Context: an optimization exercise on an open-source flow, tuned for small area and a short achievable clock period. The choices shown serve that exercise and are no tape-out recipe.
In this exercise RTL edits were held to simulation tests only and were not proved equivalent to the original.
Power figures rest on the tool's default switching activity, not on a simulated workload.

==> flow/design.v <==
`default_nettype none
module srm_or4 (
  input  logic [3:0] row,
  input  logic [3:0] col,
  output logic       y
);
  assign y = |(row & col);
endmodule
module srm_nor2 (
  input  logic a, b,
  output logic y
);
  assign y = ~(a | b);
endmodule
module srm_nand2 (
  input  logic a, b,
  output logic y
);
  assign y = ~(a & b);
endmodule
module srm_rd_bit (
  input  logic [255:0] row,
  input  logic [255:0] col,
  output logic [1:0]   y_n
);
  logic [63:0] l1;     
  logic [31:0] l2_n;   
  logic [15:0] l3;     
  logic [7:0]  l4_n;   
  logic [3:0]  l5;     
  for (genvar i = 0; i < 64; i++) begin : g_l1
    srm_or4 u (.row(row[4*i +: 4]), .col(col[4*i +: 4]), .y(l1[i]));
  end
  for (genvar i = 0; i < 32; i++) begin : g_l2
    srm_nor2 u (.a(l1[2*i]), .b(l1[2*i+1]), .y(l2_n[i]));
  end
  for (genvar i = 0; i < 16; i++) begin : g_l3
    srm_nand2 u (.a(l2_n[2*i]), .b(l2_n[2*i+1]), .y(l3[i]));
  end
  for (genvar i = 0; i < 8; i++) begin : g_l4
    srm_nor2 u (.a(l3[2*i]), .b(l3[2*i+1]), .y(l4_n[i]));
  end
  for (genvar i = 0; i < 4; i++) begin : g_l5
    srm_nand2 u (.a(l4_n[2*i]), .b(l4_n[2*i+1]), .y(l5[i]));
  end
  for (genvar i = 0; i < 2; i++) begin : g_l6
    srm_nor2 u (.a(l5[2*i]), .b(l5[2*i+1]), .y(y_n[i]));
  end
endmodule
module spi_ram_ctrl #(
  parameter int MEM_DEPTH = 256,
  parameter int ADDR_SIZE = 8
) (
  input  logic                 clk,
  input  logic                 rst_n,
  input  logic [ADDR_SIZE+1:0] din,
  input  logic                 rx_valid,
  output logic [ADDR_SIZE-1:0] dout,
  output logic                 tx_valid,
  output logic                 cmd_err
);
  logic [1:0] w_cmd;
  logic [7:0] w_payload;
  logic       w_wr_data;
  assign w_cmd     = din[9:8];
  assign w_payload = din[7:0];
  assign w_wr_data = rst_n & rx_valid & (w_cmd == 2'b01);
  logic [7:0] wr_addr_q;
  logic       armed_q;
  logic [7:0] dout_q;
  logic       tx_valid_q;
  logic       cmd_err_q;
  logic [2047:0] mem_q;
  logic [15:0]  w_wlo_n, w_whi_n;
  logic [255:0] w_wrow;
  always_comb begin
    for (int i = 0; i < 16; i++) begin
      w_wlo_n[i] = ~(wr_addr_q[3:0] == 4'(i));
      w_whi_n[i] = ~((wr_addr_q[7:4] == 4'(i)) & w_wr_data);
    end
  end
  for (genvar r = 0; r < 256; r++) begin : g_wrow
    srm_nor2 u (.a(w_whi_n[r/16]), .b(w_wlo_n[r%16]), .y(w_wrow[r]));
  end
  for (genvar r = 0; r < 256; r++) begin : g_row
    always_ff @(posedge clk) begin
      if (w_wrow[r]) mem_q[r*8 +: 8] <= w_payload;
    end
  end
  logic [15:0]  rlo_n_q, rlo2_n_q, rhi_n_q;
  logic [255:0] w_rrow;
  logic [7:0]   w_rd_word;
  for (genvar r = 0; r < 256; r++) begin : g_rrow
    if (r < 128) begin : g_a
      srm_nor2 u (.a(rhi_n_q[r/16]), .b(rlo_n_q[r%16]), .y(w_rrow[r]));
    end else begin : g_b
      srm_nor2 u (.a(rhi_n_q[r/16]), .b(rlo2_n_q[r%16]), .y(w_rrow[r]));
    end
  end
  for (genvar b = 0; b < 8; b++) begin : g_rbit
    logic [255:0] w_col;
    logic [1:0]   w_word_n;
    for (genvar r = 0; r < 256; r++) begin : g_col
      assign w_col[r] = mem_q[r*8 + b];
    end
    srm_rd_bit u (.row(w_rrow), .col(w_col), .y_n(w_word_n));
    assign w_rd_word[b] = ~&w_word_n;
  end
  always_ff @(posedge clk) begin
    if (!rst_n) begin
      rlo_n_q  <= ~16'd1;
      rlo2_n_q <= ~16'd1;
      rhi_n_q  <= '1;
    end else if (rx_valid && w_cmd == 2'b10) begin
      for (int i = 0; i < 16; i++) begin
        rlo_n_q[i]  <= ~(w_payload[3:0] == 4'(i));
        rlo2_n_q[i] <= ~(w_payload[3:0] == 4'(i));
        rhi_n_q[i]  <= ~(w_payload[7:4] == 4'(i));
      end
    end else if (rx_valid && w_cmd == 2'b11) begin
      rlo_n_q  <= {rlo_n_q[14:0], rlo_n_q[15]};
      rlo2_n_q <= {rlo2_n_q[14:0], rlo2_n_q[15]};
      if (!rlo_n_q[15]) rhi_n_q <= {rhi_n_q[14:0], rhi_n_q[15]};
    end
  end
  always_ff @(posedge clk) begin
    if (!rst_n) begin
      wr_addr_q  <= '0;
      armed_q    <= 1'b0;
      dout_q     <= '0;
      tx_valid_q <= 1'b0;
      cmd_err_q  <= 1'b0;
    end else if (rx_valid) begin
      tx_valid_q <= (w_cmd == 2'b11);
      case (w_cmd)
        2'b00: wr_addr_q <= w_payload;
        2'b01: wr_addr_q <= wr_addr_q + 8'd1;
        2'b10: begin
          armed_q   <= 1'b1;
        end
        default: begin
          dout_q    <= w_rd_word;
          if (!armed_q) cmd_err_q <= 1'b1;
        end
      endcase
    end
  end
  assign dout     = dout_q;
  assign tx_valid = tx_valid_q;
  assign cmd_err  = cmd_err_q;
endmodule
`default_nettype wire
==> flow/config.mk <==
export PLATFORM = sky130hd
export DESIGN_NAME = spi_ram_ctrl
export DESIGN_NICKNAME = spi_ram_ctrl
export VERILOG_FILES = /design/flow/design.v
export SDC_FILE = /design/flow/constraint.sdc
export NUM_CORES = 4
export LEC_CHECK = 0
export CAP_MARGIN = 20
export CORE_MARGIN = 2
export CORE_UTILIZATION = 60
export CTS_CLUSTER_DIAMETER = 80
export CTS_CLUSTER_SIZE = 25
export SETUP_SLACK_MARGIN = 2.0
export SLEW_MARGIN = 20
export SYNTH_HIERARCHICAL = 1
export SYNTH_MINIMUM_KEEP_SIZE = 0
export TNS_END_PERCENT = 5
==> flow/constraint.sdc <==
create_clock -name core_clock -period 4.0 [get_ports {clk}]
set_input_delay 0.8000 -clock core_clock [delete_from_list [all_inputs] [get_ports {clk}]]
set_output_delay 0.8000 -clock core_clock [all_outputs]
set_load 0.01 [all_outputs]
standard.sh (not shown) runs the stock make flow with config.mk's settings and CLKGATE_MAP_FILE= SYNTH_SCRIPT=/design/flow/synth_recipe.tcl, a recipe that flattens the netlist after the stock synthesis.
==> flow/flow/run.sh <==
#!/bin/bash
# Own layout flow: the standard ORFS flow (standard.sh, unchanged
# synthesis, floorplan, power grid, tap cells, placement, CTS and routing),
# with three settings changed through the environment:
#  - the input and output ports are buffered with buf_4 rather than the
#    delay-type buffer that buffer_ports picks by default;
#  - the pre-placement timing repair in floorplan is replaced by a plain
#    removal of synthesis buffers (timing is repaired after placement and
#    after CTS as usual);
set -euo pipefail
export BUFFER_PORTS_ARGS="-buffer_cell sky130_fd_sc_hd__buf_4"
export REMOVE_ABC_BUFFERS=1
export CTS_ARGS="-sink_clustering_enable -repair_clock_nets -sink_clustering_size 25 -sink_clustering_max_diameter 80 -dont_use_dummy_load"
bash standard.sh finish > make_finish.log 2>&1
Next try:
Settings changed: SETUP_SLACK_MARGIN 2.0 to 2.2.
What happened:
- routed wire length went up by 2.4%
- fmax went down by about 0.32%
- clock skew stays flat
- cell count went up by about 1.1%
Next try:
Settings changed: SETUP_SLACK_MARGIN 2.2 to 2.1.
Outcome: Wire length went down slightly; clock skew is about the same; worst setup slack improves by 41 ps; via count goes down slightly; power stays flat; first-iteration DRC count rose slightly.

separate check: timing with driven ports:
In the flow no input, the clock included, has a driving cell. The finished layouts below were timed again as built, in two steps.
Step 1, drivers: a clkbuf_16 drives clk and a buf_2 each remaining input, both assumed.
Step 2 moves the port delays by t, midway between the first and last clock arrival at a register: inputs arrive t later, outputs are due t later. That takes back most of the time a late clock gives input paths.
Three values: ideal ports, drivers, drivers and shift; two values: the first two.
| run | shift t [ns] | slack for setup (ns) | worst hold slack (ns) | cell pins on the clock port's net |
|---|---|---|---|---|
| the first run | 0.794 | 1.852 / 1.842 / 1.056 | 0.445 / 0.405 / 0.498 | 1 |
| the second run | 0.797 | 1.845 / 1.750 / 0.952 | 0.442 / 0.404 / 0.482 | 1 |
| the third run | 0.802 | 1.887 / 1.853 / 1.077 | 0.440 / 0.397 / 0.481 | 1 |
After both steps every run listed still meets setup and hold. For the second run, which loses most, drivers alone change the setup slack by -0.095 ns; drivers and shift together by -0.893 ns.
